Source: an optimization exercise on an open RTL-to-GDS flow (aim: small area and a short achievable clock period). Production flows keep margins and buffers that such runs may drop.
Function was checked by simulation only, so behaviour that the tests miss may differ from the original.
Power and IR drop assume default switching activity.

==> flow/design.v <==
`timescale 1ns/1ps
`default_nettype none
package rv32i_pkg;
	localparam logic [6:0] OP_REG = 7'b0110011;
	localparam logic [6:0] OP_IMM = 7'b0010011;
	localparam logic [6:0] OP_LUI = 7'b0110111;
	localparam logic [3:0] ALU_ADD  = 4'b0000;
	localparam logic [3:0] ALU_SLL  = 4'b0001;
	localparam logic [3:0] ALU_SLT  = 4'b0010;
	localparam logic [3:0] ALU_SLTU = 4'b0011;
	localparam logic [3:0] ALU_XOR  = 4'b0100;
	localparam logic [3:0] ALU_SRL  = 4'b0101;
	localparam logic [3:0] ALU_OR   = 4'b0110;
	localparam logic [3:0] ALU_AND  = 4'b0111;
	localparam logic [3:0] ALU_SUB  = 4'b1000;
	localparam logic [3:0] ALU_SRA  = 4'b1101;
	localparam logic [1:0] FWD_NONE   = 2'd0;
	localparam logic [1:0] FWD_EX_MEM = 2'd1;
	localparam logic [1:0] FWD_MEM_WB = 2'd2;
endpackage
`default_nettype wire
`timescale 1ns/1ps
`default_nettype none
module regfile (
	input  wire logic        clk,
	input  wire logic        rst_n,
	input  wire logic [4:0]  rs1,
	input  wire logic [4:0]  rs2,
	input  wire logic        we,      
	input  wire logic [4:0]  wrd,
	input  wire logic [31:0] wdata,
	output logic      [31:0] rs1_data,
	output logic      [31:0] rs2_data
);
	logic [31:0] regs [1:31];  
	always_comb begin
		if (rs1 == 5'd0)
			rs1_data = 32'b0;
		else if (we && wrd == rs1)
			rs1_data = wdata;
		else
			rs1_data = regs[rs1];
		if (rs2 == 5'd0)
			rs2_data = 32'b0;
		else if (we && wrd == rs2)
			rs2_data = wdata;
		else
			rs2_data = regs[rs2];
	end
	always_ff @(posedge clk) begin
		if (!rst_n) begin
			for (int i = 1; i < 32; i++)
				regs[i] <= 32'b0;
		end else if (we) begin
			regs[wrd] <= wdata;
		end
	end
endmodule
`default_nettype wire
`timescale 1ns/1ps
`default_nettype none
module exec_pipe (
	input  wire logic [31:0] a,
	input  wire logic [31:0] b,
	input  wire logic        sub,     
	input  wire logic        arith,   
	input  wire logic [2:0]  f3,
	output logic      [31:0] y
);
	logic [32:0] sum;
	logic        lt;
	logic        ltu;
	logic        left;
	logic [31:0] sh_in;
	logic [32:0] sh_ext;
	logic [31:0] sh_out;
	logic [31:0] sh_rev;
	assign sum = {1'b0, a} + {1'b0, b ^ {32{sub}}} + {32'b0, sub};
	assign ltu = ~sum[32];
	assign lt  = (a[31] == b[31]) ? ~sum[32] : a[31];
	assign left = (f3 == 3'b001);
	always_comb begin
		for (int i = 0; i < 32; i++)
			sh_in[i] = left ? a[31 - i] : a[i];
	end
	assign sh_ext = $unsigned($signed({arith & ~left & a[31], sh_in}) >>> b[4:0]);
	assign sh_out = sh_ext[31:0];
	always_comb begin
		for (int i = 0; i < 32; i++)
			sh_rev[i] = sh_out[31 - i];
	end
	always_comb begin
		case (f3)
			3'b000: y = sum[31:0];
			3'b001: y = sh_rev;
			3'b010: y = {31'b0, lt};
			3'b011: y = {31'b0, ltu};
			3'b100: y = a ^ b;
			3'b101: y = sh_out;
			3'b110: y = a | b;
			default: y = a & b;
		endcase
	end
endmodule
`default_nettype wire
`timescale 1ns/1ps
`default_nettype none
module rv32i_pipeline #(
	parameter logic [31:0] RESET_PC = 32'h0
) (
	input  wire logic        clk,
	input  wire logic        rst_n,
	input  wire logic        run,
	output logic      [31:0] instr_addr,
	input  wire logic [31:0] instr,
	output logic             wb_valid,
	output logic      [4:0]  wb_rd,
	output logic      [31:0] wb_data
);
	logic [29:0] pc;
	logic        f_reg;
	logic        f_imm;
	logic        f_lui;
	assign instr_addr = {pc, RESET_PC[1:0]};
	assign f_reg = instr[6:0] == rv32i_pkg::OP_REG;
	assign f_imm = instr[6:0] == rv32i_pkg::OP_IMM;
	assign f_lui = instr[6:0] == rv32i_pkg::OP_LUI;
	logic        d_wr;    
	logic        d_imm;
	logic        d_lui;
	logic [31:7] d_ins;
	logic [4:0]  d_rs1;
	logic [4:0]  d_rs2;
	logic [2:0]  d_f3;
	logic [31:0] d_ival;
	logic [31:0] d_r1;
	logic [31:0] d_r2;
	assign d_rs1 = d_ins[19:15];
	assign d_rs2 = d_ins[24:20];
	assign d_f3  = d_ins[14:12];
	assign d_ival = d_lui ? {d_ins[31:12], 12'b0} : {{20{d_ins[31]}}, d_ins[31:20]};
	logic        e_wr;
	logic [4:0]  e_rd;
	logic [31:0] e_a;
	logic [31:0] e_b;
	logic        e_fa;    
	logic        e_fb;
	logic        e_sub;
	logic        e_arith;
	logic [2:0]  e_f3;
	logic [31:0] e_opa;
	logic [31:0] e_opb;
	logic [31:0] e_y;
	logic        w_v;
	logic [4:0]  w_rd;
	logic [31:0] w_data;
	regfile i_regfile (
		.clk      (clk),
		.rst_n    (rst_n),
		.rs1      (d_rs1),
		.rs2      (d_rs2),
		.we       (w_v),
		.wrd      (w_rd),
		.wdata    (w_data),
		.rs1_data (d_r1),
		.rs2_data (d_r2)
	);
	assign e_opa = e_fa ? w_data : e_a;
	assign e_opb = e_fb ? w_data : e_b;
	exec_pipe i_alu (
		.a     (e_opa),
		.b     (e_opb),
		.sub   (e_sub),
		.arith (e_arith),
		.f3    (e_f3),
		.y     (e_y)
	);
	always_ff @(posedge clk) begin
		if (!rst_n) begin
			pc   <= RESET_PC[31:2];
			d_wr <= 1'b0;
			e_wr <= 1'b0;
			w_v  <= 1'b0;
		end else if (run) begin
			pc    <= pc + 30'd1;
			d_wr  <= (f_reg || f_imm || f_lui) && instr[11:7] != 5'd0;
			d_imm <= f_imm;
			d_lui <= f_lui;
			d_ins <= instr[31:7];
			e_wr    <= d_wr;
			e_rd    <= d_ins[11:7];
			e_a     <= d_lui ? 32'b0 : d_r1;
			e_b     <= (d_lui || d_imm) ? d_ival : d_r2;
			e_fa    <= e_wr && e_rd == d_rs1 && !d_lui;
			e_fb    <= e_wr && e_rd == d_rs2 && !d_lui && !d_imm;
			e_f3    <= d_lui ? 3'b000 : d_f3;
			e_sub   <= !d_lui && ((!d_imm && d_f3 == 3'b000 && d_ins[30])
				|| d_f3 == 3'b010 || d_f3 == 3'b011);
			e_arith <= d_ins[30];
			w_v    <= e_wr;
			w_rd   <= e_rd;
			w_data <= e_y;
		end
	end
	assign wb_valid = w_v && run;  
	assign wb_rd    = w_rd;
	assign wb_data  = w_data;
endmodule
`default_nettype wire
==> flow/config.mk <==
export PLATFORM = sky130hd
export DESIGN_NAME = rv32i_pipeline
export DESIGN_NICKNAME = rv32i_pipeline
export VERILOG_FILES = /design/flow/design.v
export SDC_FILE = /design/flow/constraint.sdc
export NUM_CORES = 4
export LEC_CHECK = 0
export CAP_MARGIN = 20
export CORE_MARGIN = 2
export CORE_UTILIZATION = 40
export SLEW_MARGIN = 20
==> flow/run.sh <==
#!/bin/bash
# synth_recipe.tcl (not shown) runs the flow's synth.tcl, then flattens the netlist and writes it again
# the make line also repeats each setting of config.mk as NAME=value (left out here)
make -C /OpenROAD-flow-scripts/flow DESIGN_CONFIG=/design/flow/config.mk WORK_HOME=/design/flow/orfs CLKGATE_MAP_FILE= SYNTH_SCRIPT=/design/flow/synth_recipe.tcl finish
==> flow/constraint.sdc <==
create_clock -name core_clock -period 5.5 [get_ports {clk}]
set_input_delay 1.1000 -clock core_clock [delete_from_list [all_inputs] [get_ports {clk}]]
set_output_delay 1.1000 -clock core_clock [all_outputs]
set_load 0.01 [all_outputs]
==> run summary <==
Floorplan
The die is 420 um wide. The floorplan step defined a die boundary enclosing 176000 um^2. The die height is 420 um. The number of cell rows is 152. The area inside the core boundary is 172000 um^2. During I/O placement, the number of pins put on the boundary was 105.

For this configuration, the core starts out at a cell density of 40.3%.

Worst setup path
The worst setup path is of the reg2reg kind. At the worst endpoint, the required time is 6.12 ns. STA puts the critical path data arrival time at 5.88 ns. In this design, the stage delay of the slowest critical-path cell is 0.88 ns. Of all nets on the critical path, the largest fanout is 14. The most numerous cell type found on the critical path is o21ai_0.

The critical path goes through mux2i_1 > inv_1 > ha_1 > a21oi_1 > o22ai_1 > o21ai_0 > o21ai_1 > a21bo_2 > o311ai_1 > o21ai_0 > o311a_1 > o31ai_1. The length in cells of the worst reg-to-reg path is 12. The worst-path cell with the longest stage delay is edfxtp_1.

The endpoint kind of the worst setup timing path is a flip-flop. STA classifies the critical path startpoint as a flip-flop.

Power
The switching power as a share of total power is 28.1%. The part of the total power dissipated in combinational logic is 16.6%. The clock network accounts for 38.6% of the total power.

Dividing total power by cell area gives a power density of 302 nW/um^2. The power spent charging and discharging nets is 0.00664 W. The internal power is 0.0170 W. The leakage power figure is 28.4 nW. The relative contribution of sequential cells to total power is 44.8%. The worst-case IR drop observed on VDD is 299 uV.

GRT
The remaining global-route overflow is 0. Entering global routing, the biggest net connects 74 pins. The number of antenna violations at the first check in global routing is 10. The first global-routing pass estimated 354000 um of wire.

The total global-route track usage is 28.4%. The number of global-route vias before repair is 47200.

Timing
The setup TNS is 0 ns. Setup violations remaining at the end of the flow were counted as 0. The hold violation total from the final report came to 0. The setup slack after layout is 0.237 ns. The final worst clock skew is 0.0305 ns. The number of max-slew violations in the final report is 0. The maximum operating frequency is 190 MHz. For the finished layout, the period the worst path requires is 5.26 ns. The portion of the clock cycle consumed by the worst path in the final layout is 95.7%.

Setup repair after global routing left no endpoint under its margin. The worst pin sits at a relative slew slack of 14.6%. At the pin with the least slew margin, the transition time is 1.27 ns.

Drt
After the first detailed-routing iteration, the DRC count stood at 6216. In this run the top signal layer used is met5. The total met3 wirelength after detailed routing is 24000 um. The count of nets left with antenna violations once routing finished came out at 0. The total iterations of the first detailed-routing run is 6. After detailed routing, the wire length on met1 is 96800 um.

The total met2 wirelength after detailed routing is 117000 um. Dividing the detail-routed via count by the number of cells gives 6.22. Summing over every cut layer, the via total after detailed routing is 47700. The routed design has 250000 um of wire. Dividing the detail-routed wire length by the instance count gives 32.7 um. The total DRC errors in the routed layout is 0.

Synthesis
The synthesized netlist contains 84 unique library cells. The synthesized area is 69200 um^2. Of the total synthesized cell area, the portion taken by full adders, half adders and majority gates is 1.76%. The synthesized netlist devotes 1.27% of its cell area to XOR and XNOR gates. Yosys printed 3 warnings. Among all flip-flop cells after synthesis, the most frequent one is edfxtp_1. The main combinational cell family by area after synthesis is multiplexers. A synthesized cell averages 13.1 um^2. After Yosys synthesis, and, or, nand and nor cells account for 12.5% of the synthesized area.

The share of synthesized flip-flops with an asynchronous set or reset is 0%. The post-synthesis sequential area ratio is 51.6%. The synthesized netlist devotes 7.48% of its cell area to compound gates. Synthesis inferred 1202 register bits. The post-synthesis cell count is 5276.

The portion of netlist area occupied by mux cells is 22.1%. In this run, synthesis inferred 1164 flip-flops with an integrated enable.

Clock tree
The clock buffer count from CTS is 141. At the later pin of the worst-skew pair, clock insertion delay measures 0.80 ns. Buffers added to address setup during post-CTS repair amount to 0. Clock tree synthesis selected as its root buffer the cell clkbuf_16.

Counting along the longest clock path gives a buffer depth of 3. The TritonCTS clock tree is built. The number of gates resized after CTS was 0.

CTS saw 1202 sinks. The number of hold-repair buffers added at the cts stage is 0. CTS built an H-tree with a depth of 4. The clock-pin slew on the worst setup and hold paths is 0.06 ns.

Cells and area
Leaving out fill and tap cells, the most frequent cell in the layout is edfxtp_1. The final layout contains 5382 nets. The top cell types in the final layout, fill and taps aside, are 1164 x edfxtp_1, 1026 x and2_1, 460 x mux4_2.

Once layout is complete, the utilization of the core stands at 45.6%. The proportion of layout cells with a drive suffix above 1 is 20.2%. Fill cells in the final layout number 15300. From synthesis to final layout, the design area changed by 13.1%. Summing all multi-input logic gate instances after layout gives 31900 um^2.

Registers take 35700 um^2.

Job
The tool flagged a number of max-cap violations equal to 0.

Placement
The worst slack at placement is 0.465 ns. The routability congestion estimate is 0.933. Detailed placement finished with a half-perimeter wire length of 159000 um. The count of buffers from port buffering is 102.

Min path
The cell depth of the worst min-delay path is 0. The tightest min-delay check is of the reg2reg type.

Run status
The run finished with no timing, DRC or antenna violations.
[path summary, 6_finish.rpt]
kind | startpoint | end | slack [ns]
worst min register to register | d_ins[11] | e_rd[4] | 0.42
worst min-delay path | d_ins[11] | e_rd[4] | 0.42
worst max-delay path | e_fa | w_data[0] | 0.24
worst max register to register | e_fa | w_data[0] | 0.24
[power by group through the flow]
stage	clock network [W]	logic (W)	registers [W]
3_3_place_gp	0	0.00382	0.0108
5_1_grt	0.00955	0.00411	0.0106
2_1_floorplan	0	0.00239	0.0107
4_1_cts	0.00923	0.00384	0.0106
6_report	0.00913	0.00392	0.0106
3_5_place_dp	0	0.00383	0.0108
[cells by family (layout without fill, tap and decap cells)]
kind of cell | Yosys count | in the layout
simple gates | 1534 | 1534
flops | 1202 | 1202
mux | 937 | 937
compound gates | 820 | 820
buf+inv | 585 | 660
xor+xnor | 100 | 100
fa+ha+maj | 97 | 97
other cells | 1 | 4
[Yosys cell counts (91+ instances only)]
cell type | count | share of area [%]
a21oi_1 | 200 | 1.4
and2_1 | 1026 | 9.3
clkbuf_1 | 409 | 2.2
edfxtp_1 | 1164 | 50
ha_1 | 96 | 1.7
mux2_2 | 100 | 1.6
mux2i_1 | 373 | 5.4
mux4_2 | 460 | 15
nand2_1 | 182 | 0.99
nor2_1 | 188 | 1.0
o211ai_1 | 91 | 0.99
o21ai_0 | 239 | 1.7
[flip-flops by register name, indices dropped and copies added (netlist names), named ones only]
name,cells
i_regfile.regs,1024
pc,30
e_rd,5
d_ins,25
d_lui,1
e_b,32
w_rd,5
d_wr,1
e_sub,1
e_wr,1
e_fa,1
e_arith,1
d_imm,1
e_a,32
w_v,1
e_fb,1
w_data,32
e_f3,3
[per-layer routing]
layer,vias up,track usage [%]
li1,19900,-
met1,24500,37.0
met2,2560,45.3
met3,632,6.24
met4,8,12.8
met5,-,0
[final cells by class]
class	instances	share of cell area (%)
diodes	2	0.00639
clock buffers	184	4.85
clock inverters	61	0.711
inverters	81	0.395
multi-input cells	3490	40.8
flip-flops and latches	1202	45.6
well taps	2310	3.69
repair buffers	334	3.97
[per-stage QoR]
step	std cells	power, W	cell area (um^2)	hold WS [ns]
2_1_floorplan	5277	0.0131	69200	0.400
3_3_place_gp	7415	0.0146	73900	0.405
4_1_cts	7661	0.0237	78300	0.420
3_5_place_dp	7416	0.0146	73900	0.406
5_1_grt	7662	0.0243	78300	0.436
6_report	7664	0.0237	78300	0.418
[critical path, delay by kind of cell (launching register included)]
kind / cells / cell delay [ns]
AO/OA/AOI/OAI: 9 / 3.01
adder cells (fa/ha/maj): 1 / 0.39
buffers and inverters: 1 / 0.16
flip-flops: 1 / 0.88
multiplexers: 1 / 0.63

-- what the ideal ports hide --
The flow's constraints put no driver on any port. The routed layout listed below was extracted and timed again, unchanged, in two steps. Step 1: set_driving_cell puts a clkbuf_16 on clk and a buf_2 on each other input, an assumption about the parent block. Step 2 times the ports against the registers' clock, not the clock port: input delays grow and output delays shrink by t, the midpoint of the rising clock arrivals with the driver on. a / b / c = ideal ports / drivers / drivers and shift; a / b = the first two.
t, ns: 0.883
slack for setup (ns): 0.237 / 0.237 / 0.237
hold slack, ns: 0.418 / 0.418 / 0.418
After both steps setup and hold are still met in this run. The setup slack of this run moves by 0.000 ns with the drivers and by 0.000 ns with both steps.
